Background: an optimization exercise with open tools, aiming at small area. Do not read the settings as production practice. Function was checked by simulation only, so behaviour that the tests miss may differ from the original. No activity file was given, so power comes from the tool's default toggle rates.

== before ==
==> module calc_fsm, before the edit <==
module calc_fsm (
  input  logic       clk,
  input  logic       rst_n,
  input  logic       key_valid,
  input  logic [3:0] key_code,
  input  logic       equals,
  input  logic       save,
  output logic [2:0] act,
  output logic       in_b_two,
  output logic       store_write
);
  localparam logic [2:0] st_idle = 3'd0, st_a_one = 3'd1, st_a_two = 3'd7,
                         st_op_set = 3'd2, st_b_one = 3'd3, st_b_two = 3'd6,
                         st_result = 3'd5;
  localparam logic [2:0] act_none = 3'd0, act_clear = 3'd1, act_load = 3'd2,
                         act_shift = 3'd3, act_commit_a2 = 3'd4,
                         act_commit_b1 = 3'd5, act_commit_b2 = 3'd6;
  logic [2:0] state;
  logic [2:0] state_next;
  logic [2:0] act_next;
  logic       is_digit;
  logic       is_oper;
  assign is_digit = key_valid && (key_code <= 4'd9);
  assign is_oper  = key_valid && (key_code >= 4'ha) && (key_code <= 4'hd);
  always_comb begin
    state_next = state;
    act_next   = act_none;
    if (equals) begin
      case (state)
        st_a_one: state_next = st_result;
        st_a_two: begin state_next = st_result; act_next = act_commit_a2; end
        st_b_one: begin state_next = st_result; act_next = act_commit_b1; end
        st_b_two: begin state_next = st_result; act_next = act_commit_b2; end
        st_op_set: begin state_next = st_idle; act_next = act_clear; end
        default: ;
      endcase
    end else if (is_oper) begin
      if (state == st_a_one || state == st_a_two || state == st_result) begin
        state_next = st_op_set;
        act_next   = act_shift;
      end
    end else if (is_digit) begin
      case (state)
        st_idle, st_result: begin state_next = st_a_one; act_next = act_load; end
        st_a_one: begin state_next = st_a_two; act_next = act_shift; end
        st_op_set: begin state_next = st_b_one; act_next = act_shift; end
        st_b_one: begin state_next = st_b_two; act_next = act_shift; end
        default: ;
      endcase
    end
  end
  always_ff @(posedge clk or negedge rst_n) begin
    if (!rst_n) begin
      state       <= st_idle;
      act         <= act_none;
      store_write <= 1'b0;
    end else begin
      state       <= state_next;
      act         <= act_next;
      store_write <= save && (state == st_result);
    end
  end
  assign in_b_two = (state == st_b_two);
endmodule
==> module calc_datapath, before the edit <==
module calc_datapath (
  input  logic [1:0]  op,
  input  logic [6:0]  a,
  input  logic [6:0]  b,
  output logic [13:0] result
);
  function automatic logic [15:0] radd(input logic [15:0] x, input logic [15:0] y, input logic cin);
    logic c;
    c = cin;
    for (int i = 0; i < 16; i++) begin
      radd[i] = x[i] ^ y[i] ^ c;
      c = (x[i] & y[i]) | (c & (x[i] ^ y[i]));
    end
  endfunction
  logic        sub;
  logic [7:0]  sum;
  logic [13:0] prod;
  logic [6:0]  quot;
  logic        neg;
  assign sub = (op == 2'd1);
  always_comb begin
    logic [15:0] s;
    s   = radd({9'd0, a}, {9'd0, b ^ {7{sub}}}, sub);
    sum = {s[7] ^ sub, s[6:0]};
  end
  assign neg = sub & sum[7];
  logic [2:0] hi5;
  assign hi5 = {~(sum[7] ^ (sum[6] & sum[5])), sum[6] ^ sum[5], ~sum[5]};
  always_comb begin
    logic [15:0] acc;
    acc = {9'd0, a & {7{b[0]}}};
    for (int i = 1; i < 7; i++) begin
      logic [15:0] s;
      s = radd({9'd0, acc[i +: 7]}, {9'd0, a & {7{b[i]}}}, 1'b0);
      acc[i +: 8] = s[7:0];
    end
    prod = acc[13:0];
  end
  always_comb begin
    logic [6:0] rem;
    rem = 7'd0;
    for (int i = 6; i >= 0; i--) begin
      logic [6:0] p, d;
      logic       bw, fits;
      p  = {rem[5:0], a[i]};
      bw = 1'b0;
      for (int j = 0; j < 7; j++) begin
        if (j < 7 - i) begin
          d[j] = p[j] ^ b[j] ^ bw;
          bw   = (~p[j] & b[j]) | (bw & ~(p[j] ^ b[j]));
        end else begin
          d[j] = 1'b0;
        end
      end
      fits = ~bw;
      for (int j = 7 - i; j < 7; j++) fits = fits & ~b[j];
      quot[i] = fits;
      for (int j = 0; j < 7; j++) rem[j] = (j < 7 - i) ? (fits ? d[j] : p[j]) : 1'b0;
    end
  end
  always_comb begin
    case (op)
      2'd0: result = {6'd0, sum};
      2'd1: result = neg ? {6'b010101, hi5, sum[4:0]} : {7'd0, sum[6:0]};
      2'd2: result = prod;
      default: result = {7'd0, quot & {7{|b}}};
    endcase
  end
endmodule
export LEC_CHECK = 0
export CAP_MARGIN = 20
export CORE_MARGIN = 2
export CORE_UTILIZATION = 40
export SLEW_MARGIN = 20
create_clock -name core_clock -period 45.0 [get_ports {clk}]
standard.sh (not shown) runs the stock make flow with config.mk's settings and CLKGATE_MAP_FILE= SYNTH_SCRIPT=/design/flow/synth_recipe.tcl, a recipe that flattens the netlist after the stock synthesis.
==> flow/flow/run.sh <==
#!/bin/bash
# Own layout flow: the standard ORFS flow, with a synthesis script that
# differs from the standard one only in technology mapping (full adders only
# from extract_fa, and an area-oriented ABC script). Registers, flattening and
# renaming are as in the standard synthesis.
set -euo pipefail
HERE=$(pwd)
OWN=$HERE/flow
mkdir -p $HERE/own

# the standard synthesis script of this ORFS, with the two mapping changes
sed -e 's|^  extract_fa {\*}\[dont_use_extract_fa_args\]$|  extract_fa -fa|' \
    -e 's|^  log_cmd abc {\*}\$abc_args$|  log_cmd abc -script $::env(OWN_ABC_SCRIPT) {*}[lrange $abc_args 2 end]|' \
    $FLOW_HOME/scripts/synth.tcl > $HERE/own/synth_mod.tcl
grep -q '^  extract_fa -fa$' $HERE/own/synth_mod.tcl
grep -q 'OWN_ABC_SCRIPT' $HERE/own/synth_mod.tcl
sed -e "s|source \$::env(SCRIPTS_DIR)/synth.tcl|source $HERE/own/synth_mod.tcl|" synth_recipe.tcl > $HERE/own/synth_own.tcl
grep -q synth_mod.tcl $HERE/own/synth_own.tcl
export OWN_ABC_SCRIPT=$OWN/abc_own.script

# The standard flow's make command line, with our synthesis script
CMD=$(grep '^make ' standard.sh)
CMD=${CMD//SYNTH_SCRIPT=$HERE\/synth_recipe.tcl/SYNTH_SCRIPT=$HERE/own/synth_own.tcl}
CMD=${CMD//\"\$\{@:-finish\}\"/}
echo "$CMD $(cat $OWN/make_args.txt 2>/dev/null) finish" > $HERE/own_make_cmd.log
eval "$CMD $(cat $OWN/make_args.txt 2>/dev/null) finish" > $HERE/own_make.log 2>&1

B=$HERE/orfs/results/$FLOW_PLATFORM/calc_chip/base
: # left out here: write the final layout as DEF
==> flow/flow/abc_own.script <==
strash
&get -n
&st
&dch -x
&nf -R 2000 -C 32
&put
topo
==> flow/flow/make_args.txt <==
BUFFER_PORTS_ARGS="-buffer_cell sky130_fd_sc_hd__buf_1" CTS_ARGS="-sink_clustering_enable -repair_clock_nets -buf_list sky130_fd_sc_hd__clkbuf_8 -sink_clustering_size 20 -dont_use_dummy_load"
--- input diff before..after ---
--- a/flow/design.v
+++ b/flow/design.v
@@ -90,13 +90,13 @@
   input  logic       save,
   output logic [2:0] act,
   output logic       in_b_two,
   output logic       store_write
 );
-  localparam logic [2:0] st_idle = 3'd0, st_a_one = 3'd1, st_a_two = 3'd7,
-                         st_op_set = 3'd2, st_b_one = 3'd3, st_b_two = 3'd6,
-                         st_result = 3'd5;
+  localparam logic [2:0] st_idle = 3'd0, st_a_one = 3'd1, st_a_two = 3'd6,
+                         st_op_set = 3'd2, st_b_one = 3'd3, st_b_two = 3'd7,
+                         st_result = 3'd4;
   localparam logic [2:0] act_none = 3'd0, act_clear = 3'd1, act_load = 3'd2,
                          act_shift = 3'd3, act_commit_a2 = 3'd4,
                          act_commit_b1 = 3'd5, act_commit_b2 = 3'd6;
   logic [2:0] state;
   logic [2:0] state_next;
@@ -163,17 +163,10 @@
   logic        sub;
   logic [7:0]  sum;
   logic [13:0] prod;
   logic [6:0]  quot;
   logic        neg;
-  assign sub = (op == 2'd1);
-  always_comb begin
-    logic [15:0] s;
-    s   = radd({9'd0, a}, {9'd0, b ^ {7{sub}}}, sub);
-    sum = {s[7] ^ sub, s[6:0]};
-  end
-  assign neg = sub & sum[7];
   logic [2:0] hi5;
   assign hi5 = {~(sum[7] ^ (sum[6] & sum[5])), sum[6] ^ sum[5], ~sum[5]};
   always_comb begin
     logic [15:0] acc;
     acc = {9'd0, a & {7{b[0]}}};
@@ -182,14 +175,16 @@
       s = radd({9'd0, acc[i +: 7]}, {9'd0, a & {7{b[i]}}}, 1'b0);
       acc[i +: 8] = s[7:0];
     end
     prod = acc[13:0];
   end
+  logic [6:0] rem1;
+  logic [6:1] quot_hi;
   always_comb begin
     logic [6:0] rem;
     rem = 7'd0;
-    for (int i = 6; i >= 0; i--) begin
+    for (int i = 6; i >= 1; i--) begin
       logic [6:0] p, d;
       logic       bw, fits;
       p  = {rem[5:0], a[i]};
       bw = 1'b0;
       for (int j = 0; j < 7; j++) begin
@@ -200,14 +195,25 @@
           d[j] = 1'b0;
         end
       end
       fits = ~bw;
       for (int j = 7 - i; j < 7; j++) fits = fits & ~b[j];
-      quot[i] = fits;
+      quot_hi[i] = fits;
       for (int j = 0; j < 7; j++) rem[j] = (j < 7 - i) ? (fits ? d[j] : p[j]) : 1'b0;
     end
+    rem1 = rem;
+  end
+  assign sub = (op != 2'd0);
+  always_comb begin
+    logic [15:0] s;
+    logic [6:0]  x;
+    x   = op[1] ? {rem1[5:0], a[0]} : a;
+    s   = radd({9'd0, x}, {9'd0, b ^ {7{sub}}}, sub);
+    sum = {s[7] ^ sub, s[6:0]};
   end
+  assign quot = {quot_hi, ~sum[7]};
+  assign neg = ~op[1] & op[0] & sum[7];
   always_comb begin
     case (op)
       2'd0: result = {6'd0, sum};
       2'd1: result = neg ? {6'b010101, hi5, sum[4:0]} : {7'd0, sum[6:0]};
       2'd2: result = prod;
[summary]
Met3 track demand over resource (lower): before
Taking before as the reference, in after top-level port count closely matched the old numbers, utilization did not really move, met2 wire length climbed about 5%.
Sort after and before by clock network fraction of design power, ascending, and after comes first.
Number of nets in the final layout, after vs before: down slightly
| register-to-register slack | after vs before | 4810 ps lower |
[compare] base=before new=after: summed area of non-filler cells in the final layout now sits at about the same level, mux cell area share after synthesis now sits at about the same level, post-synthesis instance total now sits lower, overall routed net length now sits higher.

## re-timing with driven ports
The results above use ideal ports. As a check the final layouts listed here were re-extracted and re-timed, cells and wires unchanged.
Step 1 assumes that a clkbuf_16 drives the clock port and a buf_2 every other input.
Step 2 adds t to the input delays and takes it off the output delays; t is the mean of the earliest and latest rising clock arrival at the registers after step 1. Input paths then give back, and output paths get back, about the clock's delay inside the block.
Slacks: ideal ports / drivers / drivers and shift; pairs: ideal ports / drivers.
run	shift t [ns]	setup WS [ns]	worst setup path at the end	slew at the worst register clock pin (ns)	pins driven straight from the clock port
before	0.459	28.684 / 28.684 / 28.684	register to register	0.10 / 0.10	1
after	0.469	23.872 / 23.872 / 23.872	register to register	0.09 / 0.09	1
After both steps every run listed still meets setup and hold.
